Background: an optimization exercise with open tools, aiming at small area, a short achievable clock period and few clock cycles per item. Do not read the settings as production practice. Where RTL was checked, it was by simulation tests only, not by an equivalence proof against the original.

== old ==
## sw_top
module sw_top (
	input  logic clk,
	input  logic rst_n,
	input  logic i_set_t,
	input  logic [sw_pkg::MAX_T_LOG-1:0] i_t_len,
	input  logic [1:0] i_t_base,
	input  logic i_t_valid,
	output logic o_t_ready,
	input  logic i_start_cal,
	input  logic [sw_pkg::PE_NUM*2-1:0] i_s,
	input  logic [sw_pkg::PE_NUM_LOG-1:0] i_s_len,
	input  logic [sw_pkg::PARAM_W-1:0] i_match,
	input  logic [sw_pkg::PARAM_W-1:0] i_mismatch,
	input  logic [sw_pkg::PARAM_W-1:0] i_gap_open,
	input  logic [sw_pkg::PARAM_W-1:0] i_gap_extend,
	input  logic i_param_valid,
	output logic o_busy,
	output logic signed [sw_pkg::SCORE_W-1:0] o_result,
	output logic o_valid
);
	localparam int TL = sw_pkg::MAX_T_LOG;
	localparam int PW = sw_pkg::PARAM_W;
	logic loading;
	logic loaded;
	logic calc;
	logic [TL-2:0] lenm1;
	logic [TL-2:0] wptr;
	logic [TL-1:0] cnt;
	logic [TL-2:0] lenm1_in;
	logic [sw_pkg::PE_NUM*2-1:0] s_q;
	logic [sw_pkg::PE_NUM_LOG-1:0] s_len_q;
	logic [PW-1:0] match_q;
	logic [PW-1:0] mismatch_q;
	logic [PW-1:0] open_q;
	logic [PW-1:0] extend_q;
	logic start;
	logic accept;
	logic last_accept;
	logic done;
	logic head_valid;
	logic [1:0] head_base;
	logic [sw_pkg::VAL_W-1:0] result;
	always_comb begin
		if (i_t_len == '0)
			lenm1_in = '0;
		else if (i_t_len > TL'(sw_pkg::MAX_T))
			lenm1_in = '1;
		else
			lenm1_in = (TL-1)'(i_t_len - TL'(1));
	end
	assign start = i_start_cal & loaded;
	assign accept = loading & i_t_valid;
	assign last_accept = accept & (wptr == lenm1);
	assign done = calc & (cnt == {1'b0, lenm1} + TL'(8));
	assign head_valid = start | (calc & (cnt <= {1'b0, lenm1}));
	always_ff @(posedge clk or negedge rst_n) begin
		if (!rst_n) begin
			loading <= 1'b0;
			loaded <= 1'b0;
			calc <= 1'b0;
			cnt <= '0;
			o_busy <= 1'b0;
			o_valid <= 1'b0;
		end else begin
			o_valid <= done;
  ...
For scale: ~6,000 cells after synthesis, roughly 81 I/O pins, about 0.039 sq mm of cells after synthesis.
==> flow/config.mk <==
export PLATFORM = sky130hd
export DESIGN_NAME = sw_top
export DESIGN_NICKNAME = sw_top
export VERILOG_FILES = /design/flow/design.v
export SDC_FILE = /design/flow/constraint.sdc
export NUM_CORES = 4
export LEC_CHECK = 0
export ABC_AREA = 1
export CAP_MARGIN = 20
export CORE_MARGIN = 2
export CORE_UTILIZATION = 40
export SLEW_MARGIN = 20
==> flow/constraint.sdc <==
create_clock -name core_clock -period 18.0 [get_ports {clk}]
set_input_delay 3.6000 -clock core_clock [delete_from_list [all_inputs] [get_ports {clk}]]
set_output_delay 3.6000 -clock core_clock [all_outputs]
set_load 0.01 [all_outputs]
standard.sh (not shown) runs the stock make flow with config.mk's settings and CLKGATE_MAP_FILE= SYNTH_SCRIPT=/design/flow/synth_recipe.tcl, a recipe that flattens the netlist after the stock synthesis.
==> flow/flow/run.sh <==
#!/bin/bash
# Standard layout, with repair_timing aiming for more setup slack than the 0 ns default.
set -euo pipefail
bash standard.sh SETUP_SLACK_MARGIN=13.4 finish > standard_flow.log 2>&1
Setup changes, old to new
- an added TNS_END_PERCENT of 5
==> flow/flow/run.sh <==
#!/bin/bash
# Standard layout, with repair_timing aiming for more setup slack than the 0 ns default.
set -euo pipefail
bash standard.sh SETUP_SLACK_MARGIN=12.95 finish > standard_flow.log 2>&1
## What came out
Compared with old, via count in new decreased by a few percent.
No run of this note included a check of the RTL's function; only the layout flow was run.

## v19
Another version of the RTL of sw_top (not shown whole).
Size in the first run: about 7100 cells after synthesis.
clock: 18.0 ns
lec_check: 0
abc_area: 1
cap_margin: 20
core_margin: 2
core_utilization: 60
cts_buf_list: sky130_fd_sc_hd__clkbuf_8
slew_margin: 20
==> flow/flow/run.sh <==
#!/bin/bash
# Standard layout, with buf_4 port buffers and repair_timing aiming for more
# setup slack than the 0 ns default.
set -euo pipefail
bash standard.sh SETUP_SLACK_MARGIN=13.2 "BUFFER_PORTS_ARGS=-buffer_cell sky130_fd_sc_hd__buf_4" finish > standard_flow.log 2>&1
v19 finished every stage and its layout cleared the timing, DRC and antenna checks.
Testbench counts of v19, summed over its fixed seeds: cycles 17,102, items 576.
diff inputs: v19 => v27
# v19
export LEC_CHECK = 0
export ABC_AREA = 1
export CAP_MARGIN = 20
export CORE_MARGIN = 2
export CORE_UTILIZATION = 60
export CTS_BUF_LIST = sky130_fd_sc_hd__clkbuf_8
export SLEW_MARGIN = 20
create_clock -name core_clock -period 18.0 [get_ports {clk}]
# v27
export LEC_CHECK = 0
export ABC_AREA = 1
export CAP_MARGIN = 20
export CORE_MARGIN = 2
export CORE_UTILIZATION = 60
export CTS_BUF_LIST = sky130_fd_sc_hd__clkbuf_4
export SLEW_MARGIN = 20
create_clock -name core_clock -period 18.0 [get_ports {clk}]
==> comparison <==
Compared with v19, in v27 inverter count of the layout excluding clock inverters flat; routed wire length up about 0.34%; worst setup slack down 350 ps; vias after detailed routing up about 1.2%. v27 completed end to end with timing, DRC and antenna clean.
## Diff of input files: v1 against v27
# v27
export LEC_CHECK = 0
export ABC_AREA = 1
export CAP_MARGIN = 20
export CORE_MARGIN = 2
export CORE_UTILIZATION = 60
export CTS_BUF_LIST = sky130_fd_sc_hd__clkbuf_4
export SLEW_MARGIN = 20
create_clock -name core_clock -period 18.0 [get_ports {clk}]
# v1
export LEC_CHECK = 0
export ABC_AREA = 1
export CAP_MARGIN = 20
export CORE_MARGIN = 2
export CORE_UTILIZATION = 55
export SLEW_MARGIN = 20
create_clock -name core_clock -period 18.0 [get_ports {clk}]
==> flow/flow/run.sh <==
#!/bin/bash
# Standard layout, with buf_4 port buffers, larger clock-tree sink clusters
# without dummy loads, and repair_timing aiming for more setup slack than the
# 0 ns default.
set -euo pipefail
bash standard.sh SETUP_SLACK_MARGIN=13.2 \
  "BUFFER_PORTS_ARGS=-buffer_cell sky130_fd_sc_hd__buf_4" \
  "CTS_ARGS=-sink_clustering_enable -repair_clock_nets -sink_clustering_size 22 -sink_clustering_max_diameter 90 -dont_use_dummy_load" \
  finish > standard_flow.log 2>&1
## What came out
- Compared with v27, v1 shows signed area change from the synthesized netlist to the final layout lower by 1.9 points.
- v1 ended with less register-to-register slack than v27.
- On v1: met2 wire length is about 4% higher than what v27 gave.
- v1 vs v27 — area of all placed cells without fillers dropped slightly
- Between v1 and v27, it is v1 whose post-cts sizing count is lower, by 15.

Setup of nickel:
sw_top, a different RTL version from the one above (not shown whole).
Size: roughly 7000 cells after synthesis, ~530 flip-flops.
==> flow/config.mk <==
export PLATFORM = sky130hd
export DESIGN_NAME = sw_top
export DESIGN_NICKNAME = sw_top
export VERILOG_FILES = /design/flow/design.v
export SDC_FILE = /design/flow/constraint.sdc
export NUM_CORES = 4
export LEC_CHECK = 0
export ABC_AREA = 1
export CAP_MARGIN = 20
export CORE_MARGIN = 2
export CORE_UTILIZATION = 55
export SLEW_MARGIN = 20
==> flow/constraint.sdc <==
create_clock -name core_clock -period 18.0 [get_ports {clk}]
set_input_delay 3.6000 -clock core_clock [delete_from_list [all_inputs] [get_ports {clk}]]
set_output_delay 3.6000 -clock core_clock [all_outputs]
set_load 0.01 [all_outputs]
==> flow/flow/run.sh <==
#!/bin/bash
# Standard layout, with buf_4 port buffers, larger clock-tree sink clusters
# without dummy loads, and repair_timing aiming for more setup slack than the
# 0 ns default.
set -euo pipefail
bash standard.sh SETUP_SLACK_MARGIN=13.2 \
  "BUFFER_PORTS_ARGS=-buffer_cell sky130_fd_sc_hd__buf_4" \
  "CTS_ARGS=-sink_clustering_enable -repair_clock_nets -sink_clustering_size 28 -sink_clustering_max_diameter 80 -dont_use_dummy_load" \
  finish > standard_flow.log 2>&1
Testbench counts of nickel, summed over its fixed seeds: cycles 17,102, items 576.
### nickel -> tundra
diff --git a/flow/flow/run.sh b/flow/flow/run.sh
--- a/flow/flow/run.sh
+++ b/flow/flow/run.sh
@@ -7,3 +7,3 @@
   "BUFFER_PORTS_ARGS=-buffer_cell sky130_fd_sc_hd__buf_4" \
-  "CTS_ARGS=-sink_clustering_enable -repair_clock_nets -sink_clustering_size 28 -sink_clustering_max_diameter 80 -dont_use_dummy_load" \
+  "CTS_ARGS=-sink_clustering_enable -repair_clock_nets -sink_clustering_size 22 -sink_clustering_max_diameter 90 -dont_use_dummy_load" \
   finish > standard_flow.log 2>&1
--- outcome ---
- tundra finished end to end and its layout was clean on timing, DRC and antenna.
- tundra ends up with a top fanout value on the critical path that is 2 lower than in nickel.
- tundra vs nickel, number of buffers inserted during clock tree synthesis went down by 2.
Edits applied to the flow inputs when going from tundra to ember:
==> flow/flow/run.sh <==
#!/bin/bash
# Standard layout, with buf_4 port buffers and repair_timing aiming for more
# setup slack than the 0 ns default.
set -euo pipefail
bash standard.sh SETUP_SLACK_MARGIN=13.2 "BUFFER_PORTS_ARGS=-buffer_cell sky130_fd_sc_hd__buf_4" finish > standard_flow.log 2>&1
Findings:
Per the comparison of ember with tundra, post-route cell area +about 2.8%, final clock period utilization by the worst path comparable, count of non-CTS buffers in the layout lower, setup skew after layout went down 0.027 ns, total wire length increased by 1100 um relative to the old numbers.

[re-timing with driven ports]
In the flow no input, the clock included, has a driving cell. The finished layouts below were timed again as built, in two steps.
Step 1 sets driving cells, clkbuf_16 on the clock port and buf_2 on the other inputs (assumed; they add their load-dependent delay and slew).
Step 2 times the ports against the registers' clock, not the clock port: input delays grow and output delays shrink by t, the midpoint of the rising clock arrivals with the driver on.
Slacks: ideal / step 1 / step 2; pairs: ideal / step 1.
run | t, ns | slack for setup (ns) | clock arrival spread, ns | worst data-port slew with drivers (ns)
old | 0.684 | 12.927 / 12.927 / 12.836 | 0.045 / 0.045 | 0.13
new | 0.682 | 12.772 / 12.706 / 12.155 | 0.028 / 0.028 | 0.14
v19 | 0.794 | 13.101 / 13.030 / 12.587 | 0.044 / 0.045 | 0.05
v27 | 1.110 | 12.755 / 12.683 / 12.370 | 0.106 / 0.106 | 0.05
v1 | 0.639 | 13.242 / 13.167 / 12.707 | 0.056 / 0.056 | 0.08
nickel | 0.678 | 13.216 / 13.141 / 12.745 | 0.077 / 0.076 | 0.12
tundra | 0.663 | 13.194 / 13.118 / 12.727 | 0.083 / 0.083 | 0.11
ember | 0.695 | 13.217 / 13.144 / 12.669 | 0.050 / 0.050 | 0.10
After both steps every run listed still meets setup and hold. The setup slack of new, which loses most, moves by -0.066 ns with the drivers and by -0.617 ns with both steps.
